This design comes from an exercise in tuning for small area, a short achievable clock period and few clock cycles on the open sky130 flow, not from production work.
No functional check of the RTL was part of any run shown here.

==> flow/design.v, too long to show whole: its modules and the start of the top module <==
// module dot8: 1576 lines
// module fa1: 10 lines
// module ha1n: 9 lines
// module hex_seg: 28 lines
// module minilab_top: 66 lines
module minilab_top (
  input  logic        CLOCK_50,
  input  logic        KEY,
  input  logic [9:0]  SW,
  output logic        LEDR,
  output logic [6:0]  HEX0,
  output logic [6:0]  HEX1,
  output logic [6:0]  HEX2,
  output logic [6:0]  HEX3,
  output logic [6:0]  HEX4,
  output logic [6:0]  HEX5,
  output logic        mem_read,
  output logic [31:0] mem_address,
  input  logic [63:0] mem_readdata,
  input  logic        mem_readdatavalid,
  input  logic        mem_waitrequest
);
  // ...
==> flow/flow/run.sh <==
#!/bin/bash
# The standard layout, except that the port buffers are buf_4 cells instead of
# the delay cells ORFS picks by default (which the timing repair, restricted to
# cells of the same footprint, cannot replace). Everything else is standard.sh.
set -euo pipefail
export BUFFER_PORTS_ARGS="-buffer_cell sky130_fd_sc_hd__buf_4"
bash standard.sh synth > standard_synth.log 2>&1
bash standard.sh > standard_layout.log 2>&1
==> flow/standard.sh <==
#!/bin/bash
# synth_recipe.tcl (not shown) runs the flow's synth.tcl, then flattens the netlist and writes it again
# the make line also repeats each setting of config.mk as NAME=value (left out here)
make -C /OpenROAD-flow-scripts/flow DESIGN_CONFIG=/design/flow/config.mk WORK_HOME=/design/flow/orfs CLKGATE_MAP_FILE= SYNTH_SCRIPT=/design/flow/synth_recipe.tcl "${@:-finish}"
==> flow/config.mk <==
export PLATFORM = sky130hd
export DESIGN_NAME = minilab_top
export DESIGN_NICKNAME = minilab_top
export VERILOG_FILES = /design/flow/design.v
export SDC_FILE = /design/flow/constraint.sdc
export NUM_CORES = 4
export LEC_CHECK = 0
export ABC_CLOCK_PERIOD_IN_PS = 4700
export CAP_MARGIN = 20
export CORE_MARGIN = 2
export CORE_UTILIZATION = 40
export SETUP_SLACK_MARGIN = 3.3
export SLEW_MARGIN = 20
export SYNTH_HIERARCHICAL = 1
==> flow/constraint.sdc <==
create_clock -name core_clock -period 8.0 [get_ports {CLOCK_50}]
set_input_delay 1.6000 -clock core_clock [delete_from_list [all_inputs] [get_ports {CLOCK_50}]]
set_output_delay 1.6000 -clock core_clock [all_outputs]
set_load 0.01 [all_outputs]
==> impl_metrics.env, run 1 <==
export IMPL_path_cells="buf_16, mux4_2, mux2_4, ha_4, mux2_4, nand2_4, o311ai_4, buf_4"
export IMPL_synthSimpleGateAreaFrac_pct=10.5
export IMPL_critPathSlowestCell="mux4_2"
export IMPL_worstReg2RegStart="b_q[60]$_DFFE_PP_"
export IMPL_first_iter_violations=1093
export IMPL_drt_vias_per_instance=5.41
export IMPL_synth_top_area_share_pct=40.7
export IMPL_synth_fa_ha_area_share_pct=43.7
export IMPL_clockBufferCount=35
export IMPL_htree_num_levels=1
export IMPL_finalSetupTns_ns=0
export IMPL_pre_cts_ws_ns=2.29
export IMPL_regToRegSetupSlack_ns=3.67
export IMPL_timing_rr_end="u_dot.r953$_DFF_P_"
export IMPL_critPathMaxFanout=6
export IMPL_muxShareOfSynthArea_pct=6.78
export IMPL_path_class="in -> out"
export IMPL_reg_top3="res x133, b_q x64"
export IMPL_grt_antenna_before_repair=1
export IMPL_buf_share_pct=6.97
export IMPL_synth_edf_count=197
export IMPL_n_all_buffers=196
export IMPL_cp_start_kind="input port"
export IMPL_maxClockFrequency_mhz=201
export IMPL_status="timing/DRC/antenna clean"
==> run 2, diff against run 1 <==
--- a/flow/design.v
+++ b/flow/design.v
@@ -861,88 +861,52 @@
   logic s847;
   logic c848;
   logic s849;
   logic c850;
   logic s851;
   logic c852;
   logic s853;
   logic c854;
-  logic s855;
-  logic c856;
-  logic s857;
-  logic c858;
-  logic s859;
-  logic c860;
-  logic s861;
-  logic c862;
-  logic s863;
-  logic c864;
-  logic s865;
-  logic c866;
-  logic s867;
-  logic c868;
-  logic s869;
-  logic c870;
-  logic s871;
-  logic c872;
-  logic s873;
-  logic c874;
-  logic s875;
-  logic c876;
-  logic s877;
-  logic c878;
-  logic s879;
-  logic c880;
-  logic s881;
-  logic c882;
-  logic s883;
-  logic c884;
-  logic s885;
-  logic c886;
-  logic s887;
-  logic c888;
-  logic s889;
-  logic c890;
-  logic s891;
-  logic c892;
-  logic s893;
-  logic c894;
-  logic s895;
-  logic c896;
-  logic s897;
-  logic c898;
-  logic s899;
-  logic c900;
-  logic s901;
-  logic c902;
-  logic s903;
-  logic c904;
-  logic s905;
-  logic c906;
-  logic s907;
-  logic c908;
-  logic s909;
-  logic c910;
-  logic s911;
-  logic c912;
-  logic s913;
-  logic c914;
-  logic s915;
-  logic c916;
-  logic s917;
-  logic c918;
-  logic s919;
-  logic c920;
-  logic s921;
-  logic c922;
-  logic s923;
-  logic c924;
-  logic s925;
-  logic c926;
+  logic s940;
+  logic c941;
+  logic s942;
+  logic c943;
+  logic s944;
+  logic c945;
+  logic s946;
+  logic c947;
+  logic s948;
+  logic c949;
+  logic s950;
+  logic c951;
+  logic s952;
+  logic c953;
+  logic s954;
+  logic c955;
+  logic s956;
+  logic c957;
+  logic s958;
+  logic c959;
+  logic s960;
+  logic c961;
+  logic s962;
+  logic c963;
+  logic s964;
+  logic c965;
+  logic s966;
+  logic c967;
+  logic s968;
+  logic c969;
+  logic s970;
+  logic c971;
+  logic s972;
+  logic c973;
+  logic s974;
+  logic c975;
   logic s976;
   logic c977;
   logic s978;
   logic c979;
   logic s980;
   logic c981;
   logic s982;
   logic c983;
@@ -979,115 +943,223 @@
   logic s1014;
   logic c1015;
   logic s1016;
   logic c1017;
   logic s1018;
   logic c1019;
   logic s1020;
   logic c1021;
+  logic s1022;
+  logic c1023;
+  logic s1024;
+  logic c1025;
+  logic s1026;
+  logic c1027;
+  logic s1028;
+  logic c1029;
+  logic s1030;
+  logic c1031;
+  logic s1032;
+  logic c1033;
+  logic s1034;
+  logic c1035;
+  logic s1036;
+  logic c1037;
+  logic s1038;
+  logic c1039;
+  logic s1040;
+  logic c1041;
+  logic s1042;
+  logic c1043;
+  logic s1044;
+  logic c1045;
+  logic s1046;
+  logic c1047;
+  logic s1048;
+  logic c1049;
+  logic s1050;
+  logic c1051;
+  logic s1052;
+  logic c1053;
+  logic s1054;
+  logic c1055;
+  logic s1056;
+  logic c1057;
+  logic r855;
+  logic r856;
+  logic r857;
+  logic r858;
+  logic r859;
+  logic r860;
+  logic r861;
+  logic r862;
+  logic r863;
+  logic r864;
+  logic r865;
+  logic r866;
+  logic r867;
+  logic r868;
+  logic r869;
+  logic r870;
+  logic r871;
+  logic r872;
+  logic r873;
+  logic r874;
+  logic r875;
+  logic r876;
+  logic r877;
+  logic r878;
+  logic r879;
+  logic r880;
+  logic r881;
+  logic r882;
+  logic r883;
+  logic r884;
+  logic r885;
+  logic r886;
+  logic r887;
+  logic r888;
+  logic r889;
+  logic r890;
+  logic r891;
+  logic r892;
+  logic r893;
+  logic r894;
+  logic r895;
+  logic r896;
+  logic r897;
+  logic r898;
+  logic r899;
+  logic r900;
+  logic r901;
+  logic r902;
+  logic r903;
+  logic r904;
+  logic r905;
+  logic r906;
+  logic r907;
+  logic r908;
+  logic r909;
+  logic r910;
+  logic r911;
+  logic r912;
+  logic r913;
+  logic r914;
+  logic r915;
+  logic r916;
+  logic r917;
+  logic r918;
+  logic r919;
+  logic r920;
+  logic r921;
+  logic r922;
+  logic r923;
+  logic r924;
+  logic r925;
+  logic r926;
   logic r927;
   logic r928;
   logic r929;
   logic r930;
   logic r931;
   logic r932;
   logic r933;
   logic r934;
   logic r935;
   logic r936;
   logic r937;
   logic r938;
   logic r939;
-  logic r940;
-  logic r941;
-  logic r942;
-  logic r943;
-  logic r944;
-  logic r945;
-  logic r946;
-  logic r947;
-  logic r948;
-  logic r949;
-  logic r950;
-  logic r951;
-  logic r952;
-  logic r953;
-  logic r954;
-  logic r955;
-  logic r956;
-  logic r957;
-  logic r958;
-  logic r959;
-  logic r960;
-  logic r961;
-  logic r962;
-  logic r963;
-  logic r964;
-  logic r965;
-  logic r966;
-  logic r967;
-  logic r968;
-  logic r969;
-  logic r970;
-  logic r971;
-  logic r972;
-  logic r973;
-  logic r974;
-  logic r975;
   always_ff @(posedge clk) begin
-    r927 <= s3;
-    r928 <= s331;
-    r929 <= s697;
-    r930 <= s795;
-    r931 <= c796;
-    r932 <= s797;
-    r933 <= s855;
-    r934 <= s901;
-    r935 <= c902;
-    r936 <= s863;
-    r937 <= s903;
-    r938 <= c904;
-    r939 <= c864;
-    r940 <= s867;
-    r941 <= s905;
-    r942 <= c906;
-    r943 <= s907;
-    r944 <= s909;
-    r945 <= c908;
-    r946 <= c910;
-    r947 <= s873;
-    r948 <= s875;
-    r949 <= s911;
-    r950 <= c912;
-    r951 <= s879;
-    r952 <= s881;
-    r953 <= s913;
-    r954 <= c914;
-    r955 <= s885;
-    r956 <= s915;
-    r957 <= s917;
-    r958 <= c916;
-    r959 <= c918;
-    r960 <= c886;
-    r961 <= s889;
-    r962 <= s919;
-    r963 <= c920;
-    r964 <= s893;
-    r965 <= s921;
-    r966 <= c922;
-    r967 <= s895;
-    r968 <= c894;
-    r969 <= s923;
-    r970 <= c924;
-    r971 <= s925;
-    r972 <= c926;
-    r973 <= c898;
-    r974 <= s899;
-    r975 <= c900;
+    r855 <= s3;
+    r856 <= s331;
+    r857 <= s697;
+    r858 <= s795;
+    r859 <= c796;
+    r860 <= s797;
+    r861 <= c798;
+    r862 <= s799;
+    r863 <= s801;
+    r864 <= c800;
+    r865 <= c802;
+    r866 <= s713;
+    r867 <= s715;
+    r868 <= s803;
+    r869 <= s805;
+    r870 <= c804;
+    r871 <= c806;
+    r872 <= s721;
+    r873 <= s723;
+    r874 <= s807;
+    r875 <= s809;
+    r876 <= c808;
+    r877 <= c810;
+    r878 <= s731;
+    r879 <= s733;
+    r880 <= s811;
+    r881 <= s813;
+    r882 <= s815;
+    r883 <= c812;
+    r884 <= c814;
+    r885 <= c816;
+    r886 <= s743;
+    r887 <= s745;
+    r888 <= s817;
+    r889 <= s819;
+    r890 <= s821;
+    r891 <= c818;
+    r892 <= c820;
+    r893 <= c822;
+    r894 <= s823;
+    r895 <= s825;
+    r896 <= s827;
+    r897 <= s829;
+    r898 <= c824;
+    r899 <= c826;
+    r900 <= c828;
+    r901 <= c830;
+    r902 <= s765;
+    r903 <= s767;
+    r904 <= s831;
+    r905 <= s833;
+    r906 <= s835;
+    r907 <= c832;
+    r908 <= c834;
+    r909 <= c836;
+    r910 <= s773;
+    r911 <= s775;
+    r912 <= s837;
+    r913 <= s839;
+    r914 <= s841;
+    r915 <= c838;
+    r916 <= c840;
+    r917 <= c842;
+    r918 <= s781;
+    r919 <= s783;
+    r920 <= s843;
+    r921 <= s845;
+    r922 <= c844;
+    r923 <= c846;
+    r924 <= c784;
+    r925 <= s787;
+    r926 <= s847;
+    r927 <= s849;
+    r928 <= c848;
+    r929 <= c850;
+    r930 <= s789;
+    r931 <= s791;
+    r932 <= s851;
+    r933 <= c852;
+    r934 <= s793;
+    r935 <= c792;
+    r936 <= s853;
+    r937 <= c854;
+    r938 <= c696;
+    r939 <= c794;
   end
   fa1 u_s1 (.a(pn[0][0][0]), .b(pn[1][0][0]), .c(pn[2][0][0]), .s(s1), .co(c2));
   fa1 u_s3 (.a(pn[3][0][0]), .b(pn[4][0][0]), .c(pn[5][0][0]), .s(s3), .co(c4));
   fa1 u_s5 (.a(pn[0][0][1]), .b(pn[0][1][0]), .c(pn[1][0][1]), .s(s5), .co(c6));
   fa1 u_s7 (.a(pn[1][1][0]), .b(pn[2][0][1]), .c(pn[2][1][0]), .s(s7), .co(c8));
   fa1 u_s9 (.a(pn[3][0][1]), .b(pn[3][1][0]), .c(pn[4][0][1]), .s(s9), .co(c10));
   fa1 u_s11 (.a(pn[4][1][0]), .b(pn[5][0][1]), .c(pn[5][1][0]), .s(s11), .co(c12));
   fa1 u_s13 (.a(pn[6][0][1]), .b(pn[6][1][0]), .c(pn[7][0][1]), .s(s13), .co(c14));
@@ -1506,78 +1578,78 @@
   fa1 u_s839 (.a(c762), .b(s769), .c(c764), .s(s839), .co(c840));
   fa1 u_s841 (.a(c766), .b(s771), .c(c768), .s(s841), .co(c842));
   fa1 u_s843 (.a(c770), .b(c772), .c(s777), .s(s843), .co(c844));
   fa1 u_s845 (.a(c774), .b(c776), .c(s779), .s(s845), .co(c846));
   fa1 u_s847 (.a(s687), .b(s689), .c(c778), .s(s847), .co(c848));
   fa1 u_s849 (.a(c780), .b(c782), .c(s785), .s(s849), .co(c850));
   fa1 u_s851 (.a(s693), .b(c786), .c(c788), .s(s851), .co(c852));
   fa1 u_s853 (.a(c694), .b(s695), .c(c790), .s(s853), .co(c854));
-  fa1 u_s855 (.a(s799), .b(c798), .c(s801), .s(s855), .co(c856));
-  fa1 u_s857 (.a(s713), .b(s715), .c(s803), .s(s857), .co(c858));
-  fa1 u_s859 (.a(c800), .b(c802), .c(s805), .s(s859), .co(c860));
-  fa1 u_s861 (.a(s721), .b(c804), .c(s723), .s(s861), .co(c862));
-  fa1 u_s863 (.a(c806), .b(s807), .c(s809), .s(s863), .co(c864));
-  fa1 u_s865 (.a(s731), .b(s733), .c(c808), .s(s865), .co(c866));
-  fa1 u_s867 (.a(s811), .b(c810), .c(s813), .s(s867), .co(c868));
-  fa1 u_s869 (.a(s743), .b(s745), .c(c812), .s(s869), .co(c870));
-  fa1 u_s871 (.a(c814), .b(s817), .c(c816), .s(s871), .co(c872));
-  fa1 u_s873 (.a(c818), .b(c820), .c(s823), .s(s873), .co(c874));
-  fa1 u_s875 (.a(c822), .b(s825), .c(s827), .s(s875), .co(c876));
-  fa1 u_s877 (.a(s765), .b(s767), .c(c824), .s(s877), .co(c878));
-  fa1 u_s879 (.a(c826), .b(s831), .c(c828), .s(s879), .co(c880));
-  fa1 u_s881 (.a(s833), .b(c830), .c(s835), .s(s881), .co(c882));
-  fa1 u_s883 (.a(s773), .b(s775), .c(c832), .s(s883), .co(c884));
-  fa1 u_s885 (.a(c834), .b(s837), .c(c836), .s(s885), .co(c886));
-  fa1 u_s887 (.a(s781), .b(s783), .c(c838), .s(s887), .co(c888));
-  fa1 u_s889 (.a(c840), .b(s843), .c(c842), .s(s889), .co(c890));
-  fa1 u_s891 (.a(c784), .b(s787), .c(c844), .s(s891), .co(c892));
-  fa1 u_s893 (.a(s847), .b(c846), .c(s849), .s(s893), .co(c894));
-  fa1 u_s895 (.a(s789), .b(s791), .c(c848), .s(s895), .co(c896));
-  fa1 u_s897 (.a(s793), .b(c792), .c(c852), .s(s897), .co(c898));
-  fa1 u_s899 (.a(c696), .b(c794), .c(c854), .s(s899), .co(c900));
-  fa1 u_s901 (.a(s857), .b(c856), .c(s859), .s(s901), .co(c902));
-  fa1 u_s903 (.a(c858), .b(s861), .c(c860), .s(s903), .co(c904));
-  fa1 u_s905 (.a(c862), .b(s815), .c(s865), .s(s905), .co(c906));
-  fa1 u_s907 (.a(s819), .b(s821), .c(c866), .s(s907), .co(c908));
-  fa1 u_s909 (.a(s869), .b(c868), .c(s871), .s(s909), .co(c910));
-  fa1 u_s911 (.a(c870), .b(s829), .c(c872), .s(s911), .co(c912));
-  fa1 u_s913 (.a(c874), .b(s877), .c(c876), .s(s913), .co(c914));
-  fa1 u_s915 (.a(s839), .b(s841), .c(c878), .s(s915), .co(c916));
-  fa1 u_s917 (.a(s883), .b(c880), .c(c882), .s(s917), .co(c918));
-  fa1 u_s919 (.a(s845), .b(c884), .c(s887), .s(s919), .co(c920));
-  fa1 u_s921 (.a(c888), .b(s891), .c(c890), .s(s921), .co(c922));
-  fa1 u_s923 (.a(c850), .b(s851), .c(c892), .s(s923), .co(c924));
-  fa1 u_s925 (.a(s853), .b(c896), .c(s897), .s(s925), .co(c926));
-  ha1n u_s976 (.a(r945), .b(r946), .s(s976), .co(c977));
-  ha1n u_s978 (.a(r950), .b(r951), .s(s978), .co(c979));
-  ha1n u_s980 (.a(r954), .b(r955), .s(s980), .co(c981));
-  fa1 u_s982 (.a(r958), .b(r959), .c(r960), .s(s982), .co(c983));
-  ha1n u_s984 (.a(r938), .b(r939), .s(s984), .co(c985));
-  ha1n u_s986 (.a(r942), .b(r943), .s(s986), .co(c987));
-  fa1 u_s988 (.a(r947), .b(r948), .c(r949), .s(s988), .co(c989));
-  fa1 u_s990 (.a(r952), .b(r953), .c(c977), .s(s990), .co(c991));
-  fa1 u_s992 (.a(r956), .b(r957), .c(c979), .s(s992), .co(c993));
-  fa1 u_s994 (.a(r961), .b(r962), .c(c981), .s(s994), .co(c995));
-  fa1 u_s996 (.a(r963), .b(r964), .c(r965), .s(s996), .co(c997));
-  fa1 u_s998 (.a(r966), .b(r967), .c(r968), .s(s998), .co(c999));
-  ha1n u_s1000 (.a(r935), .b(r936), .s(s1000), .co(c1001));
-  fa1 u_s1002 (.a(r940), .b(r941), .c(s984), .s(s1002), .co(c1003));
-  fa1 u_s1004 (.a(r944), .b(c985), .c(s986), .s(s1004), .co(c1005));
-  fa1 u_s1006 (.a(c987), .b(s976), .c(s988), .s(s1006), .co(c1007));
-  fa1 u_s1008 (.a(s978), .b(c989), .c(s990), .s(s1008), .co(c1009));
-  fa1 u_s1010 (.a(s980), .b(c991), .c(s992), .s(s1010), .co(c1011));
-  fa1 u_s1012 (.a(s982), .b(c993), .c(s994), .s(s1012), .co(c1013));
-  fa1 u_s1014 (.a(c983), .b(s996), .c(c995), .s(s1014), .co(c1015));
-  fa1 u_s1016 (.a(r969), .b(c997), .c(s998), .s(s1016), .co(c1017));
-  fa1 u_s1018 (.a(r970), .b(r971), .c(c999), .s(s1018), .co(c1019));
-  fa1 u_s1020 (.a(r972), .b(r973), .c(r974), .s(s1020), .co(c1021));
+  ha1n u_s940 (.a(r876), .b(r877), .s(s940), .co(c941));
+  fa1 u_s942 (.a(r883), .b(r884), .c(r885), .s(s942), .co(c943));
+  ha1n u_s944 (.a(r886), .b(r887), .s(s944), .co(c945));
+  fa1 u_s946 (.a(r891), .b(r892), .c(r893), .s(s946), .co(c947));
+  ha1n u_s948 (.a(r894), .b(r895), .s(s948), .co(c949));
+  fa1 u_s950 (.a(r898), .b(r899), .c(r900), .s(s950), .co(c951));
+  fa1 u_s952 (.a(r901), .b(r902), .c(r903), .s(s952), .co(c953));
+  ha1n u_s954 (.a(r904), .b(r905), .s(s954), .co(c955));
+  fa1 u_s956 (.a(r907), .b(r908), .c(r909), .s(s956), .co(c957));
+  fa1 u_s958 (.a(r910), .b(r911), .c(r912), .s(s958), .co(c959));
+  ha1n u_s960 (.a(r913), .b(r914), .s(s960), .co(c961));
+  fa1 u_s962 (.a(r915), .b(r916), .c(r917), .s(s962), .co(c963));
+  fa1 u_s964 (.a(r918), .b(r919), .c(r920), .s(s964), .co(c965));
+  fa1 u_s966 (.a(r922), .b(r923), .c(r924), .s(s966), .co(c967));
+  fa1 u_s968 (.a(r864), .b(r865), .c(r866), .s(s968), .co(c969));
+  fa1 u_s970 (.a(r870), .b(r871), .c(r872), .s(s970), .co(c971));
+  ha1n u_s972 (.a(r873), .b(r874), .s(s972), .co(c973));
+  fa1 u_s974 (.a(r878), .b(r879), .c(r880), .s(s974), .co(c975));
+  fa1 u_s976 (.a(r881), .b(r882), .c(s940), .s(s976), .co(c977));
+  fa1 u_s978 (.a(r888), .b(r889), .c(r890), .s(s978), .co(c979));
+  fa1 u_s980 (.a(c941), .b(s944), .c(s942), .s(s980), .co(c981));
+  fa1 u_s982 (.a(r896), .b(r897), .c(c945), .s(s982), .co(c983));
+  fa1 u_s984 (.a(s948), .b(c943), .c(s946), .s(s984), .co(c985));
+  fa1 u_s986 (.a(r906), .b(c949), .c(s954), .s(s986), .co(c987));
+  fa1 u_s988 (.a(c947), .b(s950), .c(s952), .s(s988), .co(c989));
+  fa1 u_s990 (.a(c955), .b(s960), .c(c951), .s(s990), .co(c991));
+  fa1 u_s992 (.a(c953), .b(s956), .c(s958), .s(s992), .co(c993));
+  fa1 u_s994 (.a(r921), .b(c961), .c(c957), .s(s994), .co(c995));
+  fa1 u_s996 (.a(c959), .b(s962), .c(s964), .s(s996), .co(c997));
+  fa1 u_s998 (.a(r925), .b(r926), .c(r927), .s(s998), .co(c999));
+  fa1 u_s1000 (.a(c963), .b(c965), .c(s966), .s(s1000), .co(c1001));
+  fa1 u_s1002 (.a(r928), .b(r929), .c(r930), .s(s1002), .co(c1003));
+  fa1 u_s1004 (.a(r931), .b(r932), .c(c967), .s(s1004), .co(c1005));
+  fa1 u_s1006 (.a(r933), .b(r934), .c(r935), .s(s1006), .co(c1007));
+  ha1n u_s1008 (.a(r867), .b(r868), .s(s1008), .co(c1009));
+  fa1 u_s1010 (.a(r875), .b(s972), .c(c969), .s(s1010), .co(c1011));
+  fa1 u_s1012 (.a(c973), .b(c971), .c(s974), .s(s1012), .co(c1013));
+  fa1 u_s1014 (.a(c975), .b(s978), .c(c977), .s(s1014), .co(c1015));
+  fa1 u_s1016 (.a(c979), .b(s982), .c(c981), .s(s1016), .co(c1017));
+  fa1 u_s1018 (.a(c983), .b(s986), .c(c985), .s(s1018), .co(c1019));
+  fa1 u_s1020 (.a(c987), .b(c989), .c(s990), .s(s1020), .co(c1021));
+  fa1 u_s1022 (.a(c991), .b(c993), .c(s994), .s(s1022), .co(c1023));
+  fa1 u_s1024 (.a(s998), .b(c995), .c(c997), .s(s1024), .co(c1025));
+  fa1 u_s1026 (.a(c999), .b(s1002), .c(c1001), .s(s1026), .co(c1027));
+  fa1 u_s1028 (.a(r936), .b(c1003), .c(s1006), .s(s1028), .co(c1029));
+  fa1 u_s1030 (.a(r937), .b(r938), .c(r939), .s(s1030), .co(c1031));
+  ha1n u_s1032 (.a(r861), .b(r862), .s(s1032), .co(c1033));
+  fa1 u_s1034 (.a(r869), .b(s1008), .c(s968), .s(s1034), .co(c1035));
+  fa1 u_s1036 (.a(c1009), .b(s970), .c(s1010), .s(s1036), .co(c1037));
+  fa1 u_s1038 (.a(c1011), .b(s976), .c(s1012), .s(s1038), .co(c1039));
+  fa1 u_s1040 (.a(c1013), .b(s980), .c(s1014), .s(s1040), .co(c1041));
+  fa1 u_s1042 (.a(s984), .b(c1015), .c(s1016), .s(s1042), .co(c1043));
+  fa1 u_s1044 (.a(s988), .b(c1017), .c(s1018), .s(s1044), .co(c1045));
+  fa1 u_s1046 (.a(s992), .b(c1019), .c(s1020), .s(s1046), .co(c1047));
+  fa1 u_s1048 (.a(s996), .b(c1021), .c(s1022), .s(s1048), .co(c1049));
+  fa1 u_s1050 (.a(s1000), .b(c1023), .c(s1024), .s(s1050), .co(c1051));
+  fa1 u_s1052 (.a(s1004), .b(c1025), .c(s1026), .s(s1052), .co(c1053));
+  fa1 u_s1054 (.a(c1005), .b(s1028), .c(c1027), .s(s1054), .co(c1055));
+  fa1 u_s1056 (.a(c1007), .b(s1030), .c(c1029), .s(s1056), .co(c1057));
   logic [18:0] x, z;
-  assign x = {1'b0, ~c1021, ~c1019, ~c1017, ~c1015, ~c1013, ~c1011, ~c1009, ~c1007, ~c1005, ~c1003, ~c1001, ~r937, ~r934, ~r933, ~r931, ~r930, ~r929, ~r927};
-  assign z = {1'b0, ~r975, ~s1020, ~s1018, ~s1016, ~s1014, ~s1012, ~s1010, ~s1008, ~s1006, ~s1004, ~s1002, ~s1000, 1'b0, 1'b0, ~r932, 1'b0, 1'b0, ~r928};
+  assign x = {1'b0, ~c1057, ~c1055, ~c1053, ~c1051, ~c1049, ~c1047, ~c1045, ~c1043, ~c1041, ~c1039, ~c1037, ~c1035, ~c1033, ~r863, ~r859, ~r858, ~r857, ~r855};
+  assign z = {1'b0, ~c1031, ~s1056, ~s1054, ~s1052, ~s1050, ~s1048, ~s1046, ~s1044, ~s1042, ~s1040, ~s1038, ~s1036, ~s1034, ~s1032, ~r860, 1'b0, 1'b0, ~r856};
   assign y = x + z;
 endmodule
 module fa1 (
   input  logic a,
   input  logic b,
   input  logic c,
   output logic s,
   output logic co
==> flow/run.sh (new file) <==
#!/bin/bash
# synth_recipe.tcl (not shown) runs the flow's synth.tcl, then flattens the netlist and writes it again
# the make line also repeats each setting of config.mk as NAME=value (left out here)
make -C /OpenROAD-flow-scripts/flow DESIGN_CONFIG=/design/flow/config.mk WORK_HOME=/design/flow/orfs CLKGATE_MAP_FILE= SYNTH_SCRIPT=/design/flow/synth_recipe.tcl finish
removed: flow/flow/run.sh
removed: flow/standard.sh
==> run 2 against run 1 <==
Flip-flop and latch count rose by 36. Core utilization fell by 1.4 points. Area after synthesis rose by 3.5%. Cell area barely moved. Non-clock buffer count fell by 6. Largest cell class unchanged.
==> impl_metrics.env, run 2 <==
export IMPL_grt_pass1_vias=16800
export IMPL_dp_cells=2688
export IMPL_die_y_um=251
export IMPL_clk_latency_ns=0.62
export IMPL_cts_clk_slew_worst_paths_ns=0.06
export IMPL_worstMarginPinSlew_ns=1.03
export IMPL_rsz0062_at_grt="yes"
export IMPL_cts_buffer_depth=3
export IMPL_slowest_delay_ns=0.50
export IMPL_start_util_pct=40.5
export IMPL_worstPathArrival_ns=3.51
export IMPL_async_flop_share_pct=3.09
export IMPL_fp_row_count=90
export IMPL_drt_vias_per_instance=5.36
export IMPL_drive_gt1_share_pct=17.8
export IMPL_finalNetCount=2623
export IMPL_largest_reg_flops=133
export IMPL_port_buffer_count=118
export IMPL_path_buf_inv=4
export IMPL_first_iter_violations=1069
export IMPL_drt_wl_total_um=69100
export IMPL_grt_first_pass_wirelength_um=104000
export IMPL_drv_cap=0
export IMPL_cts_buffers=31
export IMPL_ys_seq_area_share_pct=32.0
export IMPL_io_pins=154
export IMPL_cts_root_buf="clkbuf_16"
export IMPL_status="timing/DRC/antenna clean"
export IMPL_synth_edf_count=197
export IMPL_dieArea_um2=63200
export IMPL_top_register="res"
export IMPL_layout_setup_ws_ns=2.89
export IMPL_post_route_period_util_pct=63.9
export IMPL_post_route_drc_count=0
export IMPL_yosysMostFrequentCell="nand2_1"
export IMPL_hp_class="reg -> reg"
export IMPL_maxClockFrequency_mhz=196
export IMPL_final_setup_skew_ns=0.0404
export IMPL_grtUsageTotal_pct=22.2
export IMPL_pre_cts_ws_ns=1.58
export IMPL_postRouteAntennaNets=0
export IMPL_final_cell_mix="nand2_1 (531), fa_1 (478), edfxtp_1 (197)"
export IMPL_synthFlopType="edfxtp_1"
export IMPL_fin_cells=2813
export IMPL_synth_seq_cells=291
export IMPL_reg_top3="res x133, b_q x64"
export IMPL_cts_tree="built"
export IMPL_cts_hold_buf=0
export IMPL_synthCells=1930
export IMPL_required_ns=6.40
export IMPL_htree_num_levels=1
export IMPL_critical_path_endpoint_type="primary output"
export IMPL_critPathMaxFanout=7
export IMPL_grt_antenna_before_repair=2
export IMPL_layout_commonest_cell="nand2_1"
export IMPL_final_util_pct=46.7
export IMPL_grt_overflow_total=0
export IMPL_wl_per_cell_um=24.6
export IMPL_yosysWarnings=12
export IMPL_finalSetupTns_ns=0
export IMPL_timing_final_max_slew_violations=0
export IMPL_critPathTopFamily="multiplexers"
export IMPL_slew_headroom_pct=31.6
export IMPL_synth_top_area_share_pct=39.1
export IMPL_yosys_cell_types_count=63
export IMPL_path_class="in -> out"
export IMPL_cp_start_kind="input port"
export IMPL_synth_top_area_cell="fa_1"
export IMPL_synth_area_leaders="fa_1 (39%), edfxtp_1 (24%), nand2_1 (8.3%), dfxtp_1 (7.0%), ha_1 (3.1%)"
export IMPL_hold_violations=0
export IMPL_fin_crit_ns=5.11
export IMPL_grt_max_degree=66
export IMPL_die_w_um=251
export IMPL_core_area_um2=60500
export IMPL_clock_sinks=291
export IMPL_synth_area_per_cell_um2=12.7
export IMPL_path_cells="buf_16, buf_4, mux4_2, mux2_4, inv_4, ha_4, nand2b_4, a21boi_2, o211ai_1, buf_2"
export IMPL_critPathSlowestCell="mux4_2"
export IMPL_dp_hpwl_um=54000
export IMPL_vias=15100
export IMPL_drt_first_pass_iters=7
export IMPL_nFillCells=5399
export IMPL_gp_congestion=0.952
export IMPL_synth_cell_area_um2=24500
export IMPL_synth_common_cells="nand2_1 (538), fa_1 (478), edfxtp_1 (197), clkbuf_1 (127), dfxtp_1 (85)"
export IMPL_setup_violations=0
export IMPL_syn_to_final_growth_pct=15.5
==> run 2: cell types whose count changed after synthesis, sizes merged, moves of 3 or more <==
| cell | previous run | this run |
|---|---|---|
| a211oi | 0 | 4 |
| nor2 | 12 | 9 |
| inv | 74 | 87 |
| a21o | 3 | 7 |
| ha | 57 | 61 |
| dfxtp | 49 | 85 |
| nand2 | 534 | 538 |
==> run 2: final cells by class <==
cell class | count | area, um^2 | share of cell area [%]
Timing Repair Buffer | 190 | 1890 | 6.70
Sequential cell | 291 | 7840 | 27.7
Clock buffer | 42 | 872 | 3.09
Tap cell | 782 | 978 | 3.46
Antenna cell | 1 | 2.50 | 0.00885
Inverter | 87 | 389 | 1.38
Clock inverter | 15 | 154 | 0.545
Multi-Input combinational cell | 1405 | 16100 | 57.1
==> run 2: worst paths after layout <==
check | startpoint | cells after the start | endpoint | slack [ns]
worst min register to register | rd_cnt[3]$_DFFE_PN0P_ | 1 | rd_cnt[3]$_DFFE_PN0P_ | 0.51
worst max register to register | u_dot.r891$_DFF_P_ | 12 | b_q[17]$_DFFE_PP_ | 3.55
worst max-delay path | SW[1] | 10 | HEX2[1] | 2.89
min in group asynchronous | KEY | 1 | rsp_cnt[2]$_DFFE_PN0P_ | 1.32
max in group asynchronous | KEY | 1 | rd_cnt[1]$_DFFE_PN0P_ | 6.39
worst min-delay path | rd_cnt[3]$_DFFE_PN0P_ | 1 | rd_cnt[3]$_DFFE_PN0P_ | 0.51
==> run 2: per-stage QoR <==
step | area [um^2] | hold WS (ns)
after floorplan | 24900 | 0.509
after global placement | 26200 | 0.486
after detailed placement | 26200 | 0.501
after CTS | 27800 | 0.509
after global routing | 28300 | 0.538
final | 28300 | 0.507
==> run 2: kinds of logic after synthesis <==
| group | synth area share, % |
|---|---|
| muxes | 6.54 |
| xor gates and xnor gates | 0.716 |
| DFF | 32.0 |
| other | 0.0307 |
| AOI/OAI and AO/OA | 3.40 |
| buffers and inverters | 5.00 |
| and+or+nand+nor | 10.0 |
| adders and majority gates | 42.2 |
==> run 2: repair_timing <==
item                       in CTS  in global routing
gates cloned                    5                  0
pin swaps                      18                 20
gates resized for setup       200                 79
setup endpoints to repair      43                 67
setup buffers                  42                 20
==> run 2: per-layer routing <==
metal | vias up | share of wire [%] | routed length [um] | track usage, %
met5 | - | 0 | 0 | 0
met4 | 0 | 2.9 | 1990 | 6.58
met3 | 115 | 8.0 | 5510 | 4.50
met2 | 610 | 48 | 33200 | 36.8
met1 | 8050 | 41 | 28400 | 29.5
li1 | 6314 | - | - | -
==> run 2: Yosys stat by module, one instance, submodules excluded <==
module       area, um^2  copies in the design
ha1n               27.5                     8
hex_seg             278                     5
dot8               5100                     1
minilab_top        8200                     1
fa1                20.0                   478

what the ideal ports hide:
No port has a modelled driver above. Below, the same layouts with a new extraction and two added sets of constraints.
Step 1 assumes that a clkbuf_16 drives the clock port and a buf_2 every other input.
Step 2 adds t to the input delays and takes it off the output delays; t is the mean of the earliest and latest rising clock arrival at the registers after step 1. Input paths then give back, and output paths get back, about the clock's delay inside the block.
a / b / c = ideal ports / drivers / drivers and shift; a / b = the first two.
run | t, ns | setup WS [ns] | hold slack, ns | worst register clock-pin slew, ns | worst data-port slew with drivers (ns)
run 1 | 0.638 | 3.018 / 2.632 / 2.612 | 0.515 / 0.515 / 0.515 | 0.06 / 0.06 | 0.43
run 2 | 0.657 | 2.885 / 2.657 / 2.657 | 0.507 / 0.507 / 0.507 | 0.07 / 0.07 | 0.23
After both steps setup and hold are still met in every run listed. The setup slack of run 1, which loses most, moves by -0.386 ns with the drivers and by -0.406 ns with both steps.
